What follows belongs to an exercise in optimizing a design on an open flow for small area, a short achievable clock period and few clock cycles per item; a production flow would make more cautious choices. Function was checked by simulation only, so behaviour that the tests miss may differ from the original.

==> flow/design.v, too long to show whole: its modules and the start of the top module <==
// module conv_psel: 33 lines
// module conv_mac: 1865 lines
// module conv_sum: 126 lines
// module conv_act: 315 lines
// module csa_fa: 10 lines
// module csa_ha: 9 lines
// module conv_top: 171 lines
module conv_top (
	input  logic        clk,
	input  logic        rst_n,
	input  logic        filter_valid,
	input  logic        image_valid,
	input  logic [3:0]  image_size,
	input  logic        pad_mode,
	input  logic        act_mode,
	input  logic [7:0]  in_data,
	output logic        out_valid,
	output logic [15:0] out_data
);
  // ...
==> flow/flow/run.sh <==
#!/bin/bash
# The standard layout, with the resizer's setup repair aimed at a margin below the
# clock period (the period and constraints themselves are unchanged).
set -euo pipefail
bash standard.sh SETUP_SLACK_MARGIN=13.4 finish > flow_make.log 2>&1
==> flow/standard.sh <==
#!/bin/bash
# synth_recipe.tcl (not shown) runs the flow's synth.tcl, then flattens the netlist and writes it again
# the make line also repeats each setting of config.mk as NAME=value (left out here)
make -C /OpenROAD-flow-scripts/flow DESIGN_CONFIG=/design/flow/config.mk WORK_HOME=/design/flow/orfs CLKGATE_MAP_FILE= SYNTH_SCRIPT=/design/flow/synth_recipe.tcl "${@:-finish}"
==> flow/config.mk <==
export PLATFORM = sky130hd
export DESIGN_NAME = conv_top
export DESIGN_NICKNAME = conv_top
export VERILOG_FILES = /design/flow/design.v
export SDC_FILE = /design/flow/constraint.sdc
export NUM_CORES = 4
export LEC_CHECK = 0
export CAP_MARGIN = 20
export CORE_MARGIN = 2
export CORE_UTILIZATION = 55
export CTS_CLUSTER_DIAMETER = 60
export CTS_CLUSTER_SIZE = 25
export SLEW_MARGIN = 20
export SYNTH_HIERARCHICAL = 1
export SYNTH_MINIMUM_KEEP_SIZE = 0
==> flow/constraint.sdc <==
create_clock -name core_clock -period 18.0 [get_ports {clk}]
set_input_delay 3.6000 -clock core_clock [delete_from_list [all_inputs] [get_ports {clk}]]
set_output_delay 3.6000 -clock core_clock [all_outputs]
set_load 0.01 [all_outputs]
==> results.sh, run 1 <==
export IMPL_status="timing/DRC/antenna clean"
export IMPL_rr_worst_depth=10
export IMPL_yosysMostFrequentCell="fa_1"
export IMPL_ys_seq_area_share_pct=32.4
export IMPL_yosysUniqueCellTypes=82
export IMPL_buf_share_pct=4.29
export IMPL_finalNonFillerCells=3306
export IMPL_critical_path_endpoint="out_valid"
export IMPL_clock_cell_area_share_pct=3.62
export IMPL_start_kind="register"
export IMPL_synth_xor_area_share_pct=7.38
export IMPL_n_antenna_cell=0
export IMPL_synth_avg_cell_area_um2=12.5
export IMPL_ios=35
export IMPL_critPathCaptureType="primary output"
export IMPL_die_w_um=242
export IMPL_finalInstanceArea_um2=34000
export IMPL_register_area_um2=10100
export IMPL_finalMaxSlewViolations=0
export IMPL_skew_ns=0.0259
export IMPL_grt_overflow=0
export IMPL_portBuffers=34
export IMPL_rows=87
export IMPL_clkTransAtPathRegs_ns=0.07
export IMPL_yosysWarnings=13
export IMPL_multi_input_area_um2=20000
export IMPL_maxCapViolations=0
export IMPL_period_needed_ns=4.68
export IMPL_r2r_slack_ns=13.49
export IMPL_fin_crit_sh_pct=26.0
export IMPL_drive_gt1_share_pct=19.1
export IMPL_place_hpwl_um=71300
export IMPL_grt_start_max_net_pins=88
export IMPL_fin_nets=3080
export IMPL_nMultiInputCombCells=1881
export IMPL_n_all_buffers=176
export IMPL_min_path_cells=0
export IMPL_place_area_um2=31500
Testbench counts, summed over its fixed seeds: cycles 5,996, results 4,631.
==> module conv_top, before the edit <==
module conv_top (
	input  logic        clk,
	input  logic        rst_n,
	input  logic        filter_valid,
	input  logic        image_valid,
	input  logic [3:0]  image_size,
	input  logic        pad_mode,
	input  logic        act_mode,
	input  logic [7:0]  in_data,
	output logic        out_valid,
	output logic [15:0] out_data
);
	logic [3:0]  fcnt;
	logic        fen;
	logic [71:0] weights;
	assign fen = filter_valid && (fcnt != 4'd9);
	always_ff @(posedge clk or negedge rst_n) begin
		if (!rst_n) begin
			fcnt <= '0;
		end else if (!filter_valid) begin
			fcnt <= '0;
		end else if (fen) begin
			fcnt <= fcnt + 4'd1;
		end
	end
	always_ff @(posedge clk) begin
		if (fen) begin
			weights <= {in_data, weights[71:8]};
		end
	end
	logic       active;    
	logic       tail;      
	logic       prod_on;   
	logic [2:0] nm1;       
	logic [5:0] lsel;      
	logic       padm;
	logic       actm;
	logic [2:0] ir, ic;    
	logic [2:0] orow, ocol;
	logic       start;
	logic       shift;
	logic       prod;
	logic       wv;
	logic [23:0] psel_d, psel;
	assign start = image_valid && !active;
	assign shift = image_valid || tail;
	assign prod  = prod_on ? tail || image_valid
	                       : image_valid && !start && (ir == 3'd1) && (ic == 3'd1);
	always_ff @(posedge clk or negedge rst_n) begin
		if (!rst_n) begin
			active  <= 1'b0;
			tail    <= 1'b0;
			prod_on <= 1'b0;
			wv      <= 1'b0;
		end else begin
			wv <= prod;
			if (start) begin
				active <= 1'b1;
			end else if (image_valid && (ic == nm1) && (ir == nm1)) begin
				tail <= 1'b1;
			end
			if (prod) begin
				prod_on <= 1'b1;
				if ((orow == nm1) && (ocol == nm1)) begin
					active  <= 1'b0;
					tail    <= 1'b0;
					prod_on <= 1'b0;
				end
			end
		end
	end
	always_ff @(posedge clk) begin
		if (start) begin
			nm1  <= 3'(image_size - 4'd1);
			padm <= pad_mode;
			actm <= act_mode;
			for (int k = 0; k < 6; k++) lsel[k] <= (image_size == 4'(k + 3));
			ir   <= 3'd0;
			ic   <= 3'd1;
			orow <= 3'd0;
			ocol <= 3'd0;
		end else begin
			if (image_valid) begin
				if (ic == nm1) begin
					ic <= 3'd0;
					ir <= ir + 3'd1;
				end else begin
					ic <= ic + 3'd1;
				end
			end
			if (prod) begin
				if (ocol == nm1) begin
					ocol <= 3'd0;
					orow <= orow + 3'd1;
				end else begin
					ocol <= ocol + 3'd1;
				end
			end
		end
	end
	conv_psel conv_psel_i (
		.top   (orow == 3'd0),
		.bot   (orow == nm1),
		.left  (ocol == 3'd0),
		.right (ocol == nm1),
		.pad   (padm),
		.psel  (psel_d)
	);
	always_ff @(posedge clk) begin
		psel <= psel_d;
	end
	logic [7:0] b0, b1, b2, m0, m1, m2, t0, t1, t2;
	logic [7:0] d [1:5];
	logic [7:0] e [1:5];
	always_ff @(posedge clk) begin
		if (shift) begin
			b0 <= in_data;
			b1 <= b0;
			b2 <= b1;
			d[5] <= b2;
			for (int k = 1; k < 5; k++) d[k] <= lsel[k] ? b2 : d[k+1];
			m0 <= lsel[0] ? b2 : d[1];
			m1 <= m0;
			m2 <= m1;
			e[5] <= m2;
			for (int k = 1; k < 5; k++) e[k] <= lsel[k] ? m2 : e[k+1];
			t0 <= lsel[0] ? m2 : e[1];
			t1 <= t0;
			t2 <= t1;
		end
	end
	logic [66:0] rows_d, rows;
	logic [18:0] acc_d, acc;
	logic [15:0] res;
	logic        v1, v2;
	conv_mac conv_mac_i (
		.weights (weights),
		.win     ({t2, t1, t0, m2, m1, m0, b2, b1, b0}),
		.psel    (psel),
		.rows    (rows_d)
	);
	always_ff @(posedge clk) begin
		rows <= rows_d;
	end
	conv_sum conv_sum_i (
		.rows (rows),
		.acc  (acc_d)
	);
	always_ff @(posedge clk) begin
		acc <= acc_d;
	end
	conv_act conv_act_i (
		.acc  (acc),
		.actm (actm),
		.res  (res)
	);
	always_ff @(posedge clk) begin
		out_data <= res;
	end
	always_ff @(posedge clk or negedge rst_n) begin
		if (!rst_n) begin
			v1        <= 1'b0;
			v2        <= 1'b0;
			out_valid <= 1'b0;
		end else begin
			v1        <= wv;
			v2        <= v1;
			out_valid <= v2;
		end
	end
endmodule
==> run 2, diff against run 1 <==
--- a/flow/design.v
+++ b/flow/design.v
@@ -2470,19 +2470,28 @@
 	logic [7:0] b0, b1, b2, m0, m1, m2, t0, t1, t2;
 	logic [7:0] d [1:5];
 	logic [7:0] e [1:5];
+	logic [7:0] d_out, e_out;
+	always_comb begin
+		d_out = lsel[0] ? b2 : 8'd0;
+		e_out = lsel[0] ? m2 : 8'd0;
+		for (int k = 1; k < 6; k++) begin
+			d_out = d_out | (lsel[k] ? d[6-k] : 8'd0);
+			e_out = e_out | (lsel[k] ? e[6-k] : 8'd0);
+		end
+	end
 	always_ff @(posedge clk) begin
 		if (shift) begin
 			b0 <= in_data;
 			b1 <= b0;
 			b2 <= b1;
 			d[5] <= b2;
-			for (int k = 1; k < 5; k++) d[k] <= lsel[k] ? b2 : d[k+1];
-			m0 <= lsel[0] ? b2 : d[1];
+			for (int k = 1; k < 5; k++) d[k] <= d[k+1];
+			m0 <= d_out;
 			m1 <= m0;
 			m2 <= m1;
 			e[5] <= m2;
-			for (int k = 1; k < 5; k++) e[k] <= lsel[k] ? m2 : e[k+1];
-			t0 <= lsel[0] ? m2 : e[1];
+			for (int k = 1; k < 5; k++) e[k] <= e[k+1];
+			t0 <= e_out;
 			t1 <= t0;
 			t2 <= t1;
 		end
==> run 2 against run 1 <==
Sequential share of layout area rose by 0.41 points. Non-clock buffer count decreased by 11. Global-route usage increased by 0.73 points. Still clean. Critical path depth unchanged. Critical endpoint unchanged. Critical path type unchanged. Highest routed layer is now met5.
==> results.sh, run 2 <==
export IMPL_grt_usage_pct=31.9
export IMPL_cp_num_buf_inv=1
export IMPL_path_max_fanout=1
export IMPL_synthArstFlopShare_pct=2.86
export IMPL_crit_type="register to primary output"
export IMPL_cp_depth=1
export IMPL_timing_fmax_mhz=213
export IMPL_coreArea_um2=55100
export IMPL_grt_pass1_wl_um=132000
export IMPL_grt_start_max_net_pins=88
export IMPL_clk_latency_ns=0.62
export IMPL_wl_per_cell_um=27.6
export IMPL_synth_avg_cell_area_um2=12.4
export IMPL_hp_start="rows[1]$_DFF_P_"
export IMPL_yosysTopAreaCell="fa_1"
export IMPL_portBuffers=34
export IMPL_yosysMostFrequentCell="fa_1"
export IMPL_max_slew_margin_pct=42.6
export IMPL_ant_nets=0
export IMPL_slowest_stage="dfrtp_1"
export IMPL_regMostFlops="weights"
export IMPL_worstMarginPinSlew_ns=0.861
export IMPL_worstPathCellList="buf_2"
export IMPL_die_w_um=240
export IMPL_skew_ns=0.0543
export IMPL_min_path_cells=0
export IMPL_synth_enable_flop_cells=235
export IMPL_grt_overflow=0
export IMPL_dieHeight_um=240
export IMPL_reg2reg_from="weights[41]$_DFFE_PP_"
export IMPL_rr_worst_depth=12
export IMPL_final_cell_mix="fa_1 (400), xnor2_1 (241), edfxtp_1 (235)"
export IMPL_period_needed_ns=4.70
export IMPL_drive_gt1_share_pct=15.8
export IMPL_clkTransAtPathRegs_ns=0.08
export IMPL_cts_max_level=2
export IMPL_cts_path_max_buffers=3
export IMPL_finalSetupTns_ns=0
export IMPL_dr_total_vias=20500
export IMPL_synth_area_leaders="fa_1 (27%), edfxtp_1 (23%), dfxtp_1 (9.0%), xnor2_1 (6.9%), a22o_1 (5.5%)"
export IMPL_drtIter0Drc=2072
export IMPL_largest_reg_flops=72
export IMPL_finalMaxSlewViolations=0
export IMPL_rsz0062_at_grt="true"
export IMPL_num_fill_cells=4447
export IMPL_numCtsBuffers=36
export IMPL_grt_pass1_vias=20300
export IMPL_holdBufCountCts=0
export IMPL_gp_congestion=0.963
export IMPL_ys_seq_area_share_pct=32.9
export IMPL_reg_largest_list="weights: 72 flops, rows: 67 flops"
export IMPL_die_area_um2=57700
export IMPL_fin_nets=3054
export IMPL_crit_arrival_ns=1.10
export IMPL_drc=0
export IMPL_area_growth_pct=9.57
export IMPL_final_hold_viol_count=0
export IMPL_hold_end="acc[1]$_DFF_P_"
export IMPL_start_kind="register"
export IMPL_drt_pass1_iter_count=6
export IMPL_wl_um=90400
export IMPL_fin_crit_sh_pct=26.1
export IMPL_start_util_pct=55.7
export IMPL_yosysWarnings=13
export IMPL_ios=35
export IMPL_status="timing/DRC/antenna clean"
export IMPL_setup_viol_count_final=0
export IMPL_maxCapViolations=0
export IMPL_vias_per_cell=6.25
export IMPL_synth_flop_cell="edfxtp_1"
export IMPL_synthTopCellsByCount="fa_1 (411), xnor2_1 (241), edfxtp_1 (235), a22o_1 (192), nand2_1 (144)"
export IMPL_clkSinkCount=384
export IMPL_ys_seq_elements=384
export IMPL_rows=86
export IMPL_critPathRequiredTime_ns=14.40
export IMPL_netlist_area_um2=30700
export IMPL_antenna_found_initial=2
export IMPL_synth_cells=2476
export IMPL_place_hpwl_um=71300
export IMPL_r2r_slack_ns=13.48
export IMPL_min_path_type="register to register"
export IMPL_crit_family="flip-flops"
export IMPL_final_common_cell="fa_1"
export IMPL_rr_endpoint="rows[12]$_DFF_P_"
export IMPL_yosysUniqueCellTypes=82
export IMPL_critPathCaptureType="primary output"
export IMPL_yosys_area_top_type_share_pct=26.8
export IMPL_n_antenna_cell=0
export IMPL_slowest_delay_ns=0.37
export IMPL_cts_tree="yes"
export IMPL_cts_root_buffer="clkbuf_16"
==> run 2: cell types whose count changed in the layout (fill, tap and decap cells not counted), sizes merged, moves of 2 or more <==
cell / before / now
mux2: 111 / 31
a22oi: 96 / 144
nand3: 23 / 39
buf: 159 / 147
clkbuf: 39 / 43
inv: 53 / 50
bufinv: 0 / 2
clkinvlp: 2 / 0
==> run 2: cell type report <==
type / count / area (um2) / share of cell area, %
inverter: 45 / 175 / 0.521
timing repair buffer: 165 / 1370 / 4.08
sequential: 384 / 10200 / 30.2
multi-input combinational: 1865 / 19600 / 58.4
clock buffer: 42 / 966 / 2.87
tap: 748 / 936 / 2.78
clock inverter: 24 / 383 / 1.14
==> run 2: logic make-up (layout without fill, tap and decap cells) <==
| logic type | Yosys count | count (layout) | share of synthesized area [%] |
|---|---|---|---|
| AOI/OAI and AO/OA | 612 | 612 | 15.4 |
| xor gates and xnor gates | 262 | 262 | 7.48 |
| adders and majority gates | 539 | 539 | 32.0 |
| buffers and inverters | 239 | 276 | 4.07 |
| DFF | 384 | 384 | 32.9 |
| muxes | 39 | 39 | 1.40 |
| other | 2 | 12 | 0.0245 |
| and+or+nand+nor | 399 | 401 | 6.66 |
==> run 2: stage by stage <==
step | util (%) | cells | setup WS, ns | hold WS [ns] | area [um2]
5_1_grt | 61.0 | 3273 | 13.26 | 0.334 | 33600
2_1_floorplan | - | 2486 | 12.73 | 0.331 | 30700
4_1_cts | 59.8 | 3216 | 13.26 | 0.332 | 32900
3_5_place_dp | 56.4 | 3091 | 11.46 | 0.318 | 31000
6_report | 61.0 | 3273 | 13.30 | 0.330 | 33600
3_3_place_gp | 56.4 | 3091 | 11.58 | 0.314 | 31000
==> run 2: modules after synthesis, one instance, submodules excluded <==
module,cells inside,cell area [um2],times used,flip-flops and latches
conv_mac,1135,8260,1,0
conv_top,577,11400,1,384
conv_psel,25,174,1,0
conv_sum,107,828,1,0
conv_act,170,1160,1,0
csa_ha,1,12.5,52,0
csa_fa,1,20.0,410,0
==> run 2: how the worst max path moves through the flow <==
stage	start	endpoint	slack [ns]
2_1_floorplan	image_valid	b0[0]$_DFFE_PN_	12.73
3_3_place_gp	image_valid	t2[4]$_DFFE_PN_	11.58
3_5_place_dp	image_valid	t2[4]$_DFFE_PN_	11.46
4_1_cts	out_valid$_DFF_PN0_	out_valid	13.26
5_1_grt	out_valid$_DFF_PN0_	out_valid	13.26
6_report	out_valid$_DFF_PN0_	out_valid	13.30
==> run 2: what timing repair did <==
item                                    CTS  global route
endpoints found under the hold margin     0             0
pin swaps                                 2             4
endpoints found under the setup margin  321           127
buffers inserted                         57            56
gates resized for setup                 142            58
cloned                                    2             1
==> run 2: layer usage <==
metal / routed length, um / up-vias / track usage [%]
li1: - / 8899 / -
met1: 38200 / 10600 / 44.9
met2: 41600 / 860 / 50.3
met3: 7830 / 137 / 6.76
met4: 2740 / 4 / 8.43
met5: 27 / - / 0
Testbench counts of run 2, summed over its fixed seeds: cycles 5,996, results 4,631.
==> run 3, diff against run 2 <==
==> flow/flow/run.sh (replaced) <==
#!/bin/bash
# The standard layout, with the resizer's setup repair aimed at a margin below the
# clock period (the period and constraints themselves are unchanged).
set -euo pipefail
bash standard.sh SETUP_SLACK_MARGIN=13.3 finish > flow_make.log 2>&1
==> run 3 against run 2 <==
Global-route usage down 0.14 points. Hold slack got worse by 0.0020 ns. Maximum frequency about the same. First-iteration DRC count fell by 8.6%. Clock-buffer cell count stayed put. Final area shrank 1.6%. Worst setup slack improved by 0.0030 ns.
==> results.sh, run 3 <==
export IMPL_cts_tree="yes"
export IMPL_synth_cells=2476
export IMPL_crit_type="register to primary output"
export IMPL_start_util_pct=55.7
export IMPL_maxCapViolations=0
export IMPL_die_area_um2=57700
export IMPL_ys_seq_elements=384
export IMPL_largest_reg_flops=72
export IMPL_synth_flop_cell="edfxtp_1"
export IMPL_synth_area_leaders="fa_1 (27%), edfxtp_1 (23%), dfxtp_1 (9.0%), xnor2_1 (6.9%), a22o_1 (5.5%)"
export IMPL_coreArea_um2=55100
export IMPL_grt_overflow=0
export IMPL_yosysWarnings=13
export IMPL_worstPathCellList="buf_2"
export IMPL_critPathCaptureType="primary output"
export IMPL_final_common_cell="fa_1"
export IMPL_hold_slack_ns=0.328
export IMPL_cts_path_max_buffers=3
export IMPL_ant_nets=0
export IMPL_status="timing/DRC/antenna clean"
export IMPL_vias_per_cell=6.23
export IMPL_numCtsBuffers=37
export IMPL_portBuffers=34
export IMPL_synth_avg_cell_area_um2=12.4
export IMPL_rsz0062_at_grt="true"
export IMPL_ys_seq_area_share_pct=32.9
export IMPL_use_met1_pct=46.1
export IMPL_fin_nets=3010
export IMPL_critPathRequiredTime_ns=14.40
export IMPL_cp_depth=1
export IMPL_drc=0
export IMPL_n_antenna_cell=0
export IMPL_wl_um=89000
export IMPL_dieHeight_um=240
export IMPL_yosysUniqueCellTypes=82
export IMPL_max_slew_margin_pct=36.6
export IMPL_min_path_type="register to register"
export IMPL_reg_largest_list="weights: 72 flops, rows: 67 flops"
export IMPL_ios=35
export IMPL_drtIter0Drc=1894
export IMPL_hp_start="rows[1]$_DFF_P_"
export IMPL_worstSetupStartpoint="out_valid$_DFF_PN0_"
export IMPL_dpl_worst_slack_ns=11.50
export IMPL_yosys_area_top_type_share_pct=26.8
export IMPL_grt_usage_pct=31.7
export IMPL_rr_worst_depth=9
export IMPL_die_w_um=240
export IMPL_wl_per_cell_um=27.6
export IMPL_slowest_stage="dfrtp_1"
export IMPL_yosysTopAreaCell="fa_1"
export IMPL_final_cell_mix="fa_1 (407), xnor2_1 (241), edfxtp_1 (235)"
export IMPL_cts_root_buffer="clkbuf_16"
export IMPL_cts_max_level=2
export IMPL_worstMarginPinSlew_ns=0.951
export IMPL_finalSetupTns_ns=0
export IMPL_path_max_fanout=1
export IMPL_slowest_delay_ns=0.37
export IMPL_reg2reg_from="m1[0]$_DFFE_PN_"
export IMPL_area_growth_pct=7.77
export IMPL_regMostFlops="weights"
export IMPL_clkTransAtPathRegs_ns=0.09
export IMPL_synth_enable_flop_cells=235
export IMPL_yosysMostFrequentCell="fa_1"
export IMPL_grt_pass1_wl_um=131000
export IMPL_synthArstFlopShare_pct=2.86
export IMPL_finalMaxSlewViolations=0
export IMPL_period_needed_ns=4.69
export IMPL_timing_fmax_mhz=213
export IMPL_met3_usage_pct=4.93
export IMPL_start_kind="register"
export IMPL_clk_latency_ns=0.60
export IMPL_crit_family="flip-flops"
export IMPL_netlist_area_um2=30700
export IMPL_antenna_found_initial=2
export IMPL_gp_congestion=0.939
export IMPL_synthTopCellsByCount="fa_1 (411), xnor2_1 (241), edfxtp_1 (235), a22o_1 (192), nand2_1 (144)"
export IMPL_dr_total_vias=20100
export IMPL_place_hpwl_um=71200
export IMPL_grt_start_max_net_pins=102
export IMPL_drt_pass1_iter_count=6
export IMPL_rows=86
export IMPL_fin_crit_sh_pct=26.1
export IMPL_holdBufCountCts=0
export IMPL_top_usage_layer="met2"
export IMPL_setup_ws_ns=13.31
export IMPL_clkSinkCount=384
export IMPL_gr_usage_met2_pct=49.6
export IMPL_setup_viol_count_final=0
export IMPL_min_path_cells=0
export IMPL_final_hold_viol_count=0
export IMPL_crit_arrival_ns=1.09
export IMPL_drive_gt1_share_pct=13.2
export IMPL_cp_num_buf_inv=1
export IMPL_skew_ns=0.0419
export IMPL_grt_pass1_vias=19900
-- run 3: cell count changes in the layout (fill, tap and decap cells not counted), sizes merged --
cell	previous run	this run
clkbuf	43	42
clkinv	17	15
bufinv	2	3
and2	12	13
clkinvlp	0	1
buf	147	102
inv	50	52
-- run 3: final cells by class --
| cell class | count | area (um2) |
|---|---|---|
| Tap cell | 748 | 936 |
| Multi-Input combinational cell | 1866 | 19500 |
| Clock inverter | 26 | 373 |
| Clock buffer | 42 | 966 |
| Inverter | 45 | 170 |
| Sequential cell | 384 | 10100 |
| Timing Repair Buffer | 119 | 938 |
| Fill cell | 4527 | 22000 |
-- run 3: Yosys stat by module, one instance, submodules excluded --
module	cell area, um2	flops+latches	copies in the design	cells
conv_psel	174	0	1	25
conv_mac	8260	0	1	1135
conv_act	1160	0	1	170
csa_fa	20.0	0	410	1
conv_top	11400	384	1	577
conv_sum	828	0	1	107
csa_ha	12.5	0	52	1
-- run 3: metrics by stage --
stage / util (%) / std cells / instance area, um2
final: 60.0 / 3230 / 33100
after CTS: 59.4 / 3196 / 32700
after global routing: 60.0 / 3230 / 33100
after detailed placement: 56.4 / 3093 / 31100
after floorplan: - / 2486 / 30700
after global placement: 56.4 / 3093 / 31100
-- run 3: timing repair --
item,CTS,global route
setup buffers,32,34
resized for setup,124,26
pin swaps,1,1
endpoints found under the setup margin,286,26
gates cloned,3,0
-- run 3: final timing paths --
check	end	slack, ns
max	out_valid	13.31
min	acc[1]$_DFF_P_	0.33
max reg2reg	rows[41]$_DFF_P_	13.39
min reg2reg	acc[1]$_DFF_P_	0.33
max in group asynchronous	active$_DFF_PN0_	14.34
min in group asynchronous	fcnt[2]$_DFFE_PN0P_	3.33
-- run 3: routing by layer --
layer	part of all wire, %	vias up
met5	0	-
met4	3.0	0
met3	7.5	132
met2	46	770
met1	44	10400
li1	-	8838
-- run 3: cell families after synthesis --
group | share of synthesized area (%)
adders and majority gates | 32.0
muxes | 1.40
xor gates and xnor gates | 7.48
and+or+nand+nor | 6.66
buffers and inverters | 4.07
other | 0.0245
DFF | 32.9
AOI/OAI and AO/OA | 15.4

==> afterwards: timing with drivers on the ports <==
The flow's constraints put no driver on any port. The routed layouts listed below were extracted and timed again, unchanged, in two steps. Step 1: set_driving_cell puts a clkbuf_16 on clk and a buf_2 on each other input, an assumption about the parent block. Step 2 times the ports against the registers' clock, not the clock port: input delays grow and output delays shrink by t, the midpoint of the rising clock arrivals with the driver on. Slacks: ideal / step 1 / step 2; pairs: ideal / step 1.
run	shift t [ns]	setup slack, ns	worst hold slack (ns)	clock arrival spread, ns	worst slew at a driven data input, ns
run 1	0.643	13.322 / 13.259 / 12.844	0.334 / 0.334 / 0.334	0.029 / 0.028	0.04
run 2	0.653	13.302 / 13.238 / 12.848	0.330 / 0.330 / 0.330	0.055 / 0.054	0.07
run 3	0.641	13.305 / 13.243 / 12.793	0.328 / 0.328 / 0.328	0.042 / 0.042	0.08
After both steps setup and hold are still met in every run listed. The setup slack of run 3, which loses most, moves by -0.062 ns with the drivers and by -0.512 ns with both steps.
